Source: an optimization exercise on an open RTL-to-GDS flow (aim: small area, a short achievable clock period and few clock cycles per item). Production flows keep margins and buffers that such runs may drop. Power and IR drop assume default switching activity.

==> module horizontal_antialias_fir_core, before the edit <==
module horizontal_antialias_fir_core (
  input  logic        clk,
  input  logic        rst_n,
  input  logic        in_valid,
  output logic        in_ready,
  input  logic [7:0]  red_in,
  input  logic [7:0]  green_in,
  input  logic [7:0]  blue_in,
  output logic        out_valid,
  input  logic        out_ready,
  output logic [7:0]  red_out,
  output logic [7:0]  green_out,
  output logic [7:0]  blue_out,
  output logic        line_end,
  input  logic        cfg_psel,
  input  logic        cfg_penable,
  input  logic        cfg_pwrite,
  input  logic [2:0]  cfg_paddr,
  input  logic [31:0] cfg_pwdata,
  output logic [31:0] cfg_prdata,
  output logic        cfg_pready
);
  logic [1:0]  filter_sel_r;
  logic [12:0] line_width_r;
  logic [11:0] col_r;
  logic [23:0] p0_r, p1_r, p2_r, p3_r, p4_r;    
  logic        v2_r, v3_r, v4_r;                
  logic        t2_r, t3_r, t4_r;                
  logic        f_r;                             
  logic [24:0] o_r;                             
  logic        ov_r;
  logic [23:0] px;
  logic [23:0] filt;
  logic [1:0]  fsel;
  logic        o_free;
  logic        in_acc;
  logic        cfg_wr;
  logic [12:0] col_inc;
  logic        last;
  logic        use_filt;
  logic        emit;
  logic        flush_all;
  logic        flush_lo;
  logic        shift_hi;
  logic        shift_lo;
  assign px = {red_in, green_in, blue_in};
  assign cfg_pready = 1'b1;
  assign cfg_wr     = cfg_psel && cfg_penable && cfg_pwrite;
  assign cfg_prdata = cfg_paddr[2] ? {19'd0, line_width_r} : {30'd0, filter_sel_r};
  always_ff @(posedge clk) begin
    if (!rst_n) begin
      filter_sel_r <= 2'd0;
      line_width_r <= 13'd640;
    end else if (cfg_wr) begin
      if (cfg_paddr[2]) line_width_r <= cfg_pwdata[12:0];
      else              filter_sel_r <= cfg_pwdata[1:0];
    end
  end
  assign col_inc  = {1'b0, col_r} + 13'd1;
  assign last     = col_inc[12] || (col_inc >= line_width_r);
  assign use_filt = (col_r >= 12'd4) && (col_inc <= line_width_r);
  assign o_free   = !ov_r || out_ready;
  assign in_ready = !v2_r || o_free;
  assign in_acc   = in_valid && in_ready;
  assign emit     = o_free && v2_r;
  assign flush_all = v4_r && t4_r;
  assign flush_lo  = v3_r && t3_r;
  assign shift_hi  = in_acc || ((!v2_r || emit) && flush_all);
  assign shift_lo  = shift_hi || ((!v2_r || emit) && flush_lo);
  assign fsel = f_r ? filter_sel_r : 2'd0;
  for (genvar l = 0; l < 3; l++) begin : g_lane
    hafir_lane u_lane (
      .filter_sel (fsel),
      .a          (p0_r[l*8 +: 8]),
      .b          (p1_r[l*8 +: 8]),
      .c          (p2_r[l*8 +: 8]),
      .d          (p3_r[l*8 +: 8]),
      .e          (p4_r[l*8 +: 8]),
      .filt       (filt[l*8 +: 8])
    );
  end
  always_ff @(posedge clk) begin
    if (!rst_n) begin
      v2_r  <= 1'b0;
      v3_r  <= 1'b0;
      v4_r  <= 1'b0;
      col_r <= 12'd0;
    end else begin
      if (shift_lo) begin
        v2_r <= v3_r;
        v3_r <= v4_r && shift_hi;
      end else if (emit) begin
        v2_r <= 1'b0;
      end
      if (shift_hi) v4_r <= in_acc;
      if (in_acc) col_r <= last ? 12'd0 : col_inc[11:0];
    end
  end
  always_ff @(posedge clk) begin
    if (shift_lo) begin
      p0_r <= p1_r;
      p1_r <= p2_r;
      p2_r <= p3_r;
      p3_r <= p4_r;
      t2_r <= t3_r;
      t3_r <= t4_r;
      f_r  <= in_acc && use_filt;
    end
    if (shift_hi) begin
      p4_r <= px;
      t4_r <= last;
    end
  end
  always_ff @(posedge clk) begin
    if (!rst_n) ov_r <= 1'b0;
    else        ov_r <= emit || (ov_r && !out_ready);
  end
  always_ff @(posedge clk) begin
    if (o_free) o_r <= {filt, t2_r};
  end
  assign out_valid = ov_r;
  assign red_out   = o_r[24:17];
  assign green_out = o_r[16:9];
  assign blue_out  = o_r[8:1];
  assign line_end  = o_r[0];
endmodule
clock: 8.5 ns
lec_check: 0
cap_margin: 20
core_margin: 2
core_utilization: 40
setup_slack_margin: 4.5
slew_margin: 20
run.sh (not shown) runs the stock make flow with config.mk's settings and CLKGATE_MAP_FILE= SYNTH_SCRIPT=/design/flow/synth_recipe.tcl, a recipe that flattens the netlist after the stock synthesis.
Rerun with:
--- a/flow/design.v
+++ b/flow/design.v
@@ -62,32 +62,28 @@
   output logic [31:0] cfg_prdata,
   output logic        cfg_pready
 );
   logic [1:0]  filter_sel_r;
   logic [12:0] line_width_r;
   logic [11:0] col_r;
-  logic [23:0] p0_r, p1_r, p2_r, p3_r, p4_r;    
-  logic        v2_r, v3_r, v4_r;                
-  logic        t2_r, t3_r, t4_r;                
-  logic        f_r;                             
-  logic [24:0] o_r;                             
+  logic [23:0] w0_r, w1_r, w2_r, w3_r;    
+  logic        v2_r, v3_r;                
+  logic        t2_r, t3_r;                
+  logic [24:0] o_r;                       
   logic        ov_r;
   logic [23:0] px;
   logic [23:0] filt;
   logic [1:0]  fsel;
   logic        o_free;
   logic        in_acc;
   logic        cfg_wr;
   logic [12:0] col_inc;
   logic        last;
   logic        use_filt;
   logic        emit;
-  logic        flush_all;
-  logic        flush_lo;
-  logic        shift_hi;
-  logic        shift_lo;
+  logic        shift;
   assign px = {red_in, green_in, blue_in};
   assign cfg_pready = 1'b1;
   assign cfg_wr     = cfg_psel && cfg_penable && cfg_pwrite;
   assign cfg_prdata = cfg_paddr[2] ? {19'd0, line_width_r} : {30'd0, filter_sel_r};
   always_ff @(posedge clk) begin
     if (!rst_n) begin
@@ -101,59 +97,49 @@
   assign col_inc  = {1'b0, col_r} + 13'd1;
   assign last     = col_inc[12] || (col_inc >= line_width_r);
   assign use_filt = (col_r >= 12'd4) && (col_inc <= line_width_r);
   assign o_free   = !ov_r || out_ready;
   assign in_ready = !v2_r || o_free;
   assign in_acc   = in_valid && in_ready;
-  assign emit     = o_free && v2_r;
-  assign flush_all = v4_r && t4_r;
-  assign flush_lo  = v3_r && t3_r;
-  assign shift_hi  = in_acc || ((!v2_r || emit) && flush_all);
-  assign shift_lo  = shift_hi || ((!v2_r || emit) && flush_lo);
-  assign fsel = f_r ? filter_sel_r : 2'd0;
+  assign emit     = o_free && v2_r && (in_acc || t2_r || (v3_r && t3_r));
+  assign shift    = in_acc || ((!v3_r || t3_r) && (emit || (!v2_r && v3_r)));
+  assign fsel = (in_acc && use_filt) ? filter_sel_r : 2'd0;
   for (genvar l = 0; l < 3; l++) begin : g_lane
     hafir_lane u_lane (
       .filter_sel (fsel),
-      .a          (p0_r[l*8 +: 8]),
-      .b          (p1_r[l*8 +: 8]),
-      .c          (p2_r[l*8 +: 8]),
-      .d          (p3_r[l*8 +: 8]),
-      .e          (p4_r[l*8 +: 8]),
+      .a          (w0_r[l*8 +: 8]),
+      .b          (w1_r[l*8 +: 8]),
+      .c          (w2_r[l*8 +: 8]),
+      .d          (w3_r[l*8 +: 8]),
+      .e          (px[l*8 +: 8]),
       .filt       (filt[l*8 +: 8])
     );
   end
   always_ff @(posedge clk) begin
     if (!rst_n) begin
       v2_r  <= 1'b0;
       v3_r  <= 1'b0;
-      v4_r  <= 1'b0;
       col_r <= 12'd0;
     end else begin
-      if (shift_lo) begin
+      if (shift) begin
         v2_r <= v3_r;
-        v3_r <= v4_r && shift_hi;
+        v3_r <= in_acc;
       end else if (emit) begin
         v2_r <= 1'b0;
       end
-      if (shift_hi) v4_r <= in_acc;
       if (in_acc) col_r <= last ? 12'd0 : col_inc[11:0];
     end
   end
   always_ff @(posedge clk) begin
-    if (shift_lo) begin
-      p0_r <= p1_r;
-      p1_r <= p2_r;
-      p2_r <= p3_r;
-      p3_r <= p4_r;
+    if (shift) begin
+      w0_r <= w1_r;
+      w1_r <= w2_r;
+      w2_r <= w3_r;
+      w3_r <= px;
       t2_r <= t3_r;
-      t3_r <= t4_r;
-      f_r  <= in_acc && use_filt;
-    end
-    if (shift_hi) begin
-      p4_r <= px;
-      t4_r <= last;
+      t3_r <= last;
     end
   end
   always_ff @(posedge clk) begin
     if (!rst_n) ov_r <= 1'b0;
     else        ov_r <= emit || (ov_r && !out_ready);
   end
What happened: The new run ran to the end with no violations. Register-to-register slack loses 2.5 ns. Clock power is lower by 9.8%. Synthesized area shrinks by 7.9%. Sequential share of layout area fell by 4.2 points. Total power decreases by 12%. Utilization climbs by 1.6 points. Non-clock buffer count grows by 17. Synthesized cell count fell by 5.5%.
No run of this note included a check of the RTL's function; only the layout flow was run.

[re-timing with driven ports]
The flow's constraints put no driver on any port. The routed layouts listed below were extracted and timed again, unchanged, in two steps.
Step 1: set_driving_cell puts a clkbuf_16 on clk and a buf_2 on each other input, an assumption about the parent block.
Step 2 also shifts input and output timing later by t, the mid clock arrival at the registers, as if the neighbouring blocks saw the same clock.
a / b / c = no drivers / after step 1 / after step 2; a / b = the first two.
run | shift t [ns] | setup WS [ns] | hold WS [ns] | worst register clock-pin slew, ns | pins driven straight from the clock port
the first run | 0.491 | 4.155 / 4.155 / 4.155 | 0.429 / 0.429 / 0.429 | 0.08 / 0.08 | 1
the second run | 0.478 | 1.665 / 1.665 / 1.275 | 0.451 / 0.451 / 0.451 | 0.07 / 0.07 | 1
After both steps setup and hold are still met in every run listed. For the second run, which loses most, drivers alone change the setup slack by 0.000 ns; drivers and shift together by -0.390 ns.
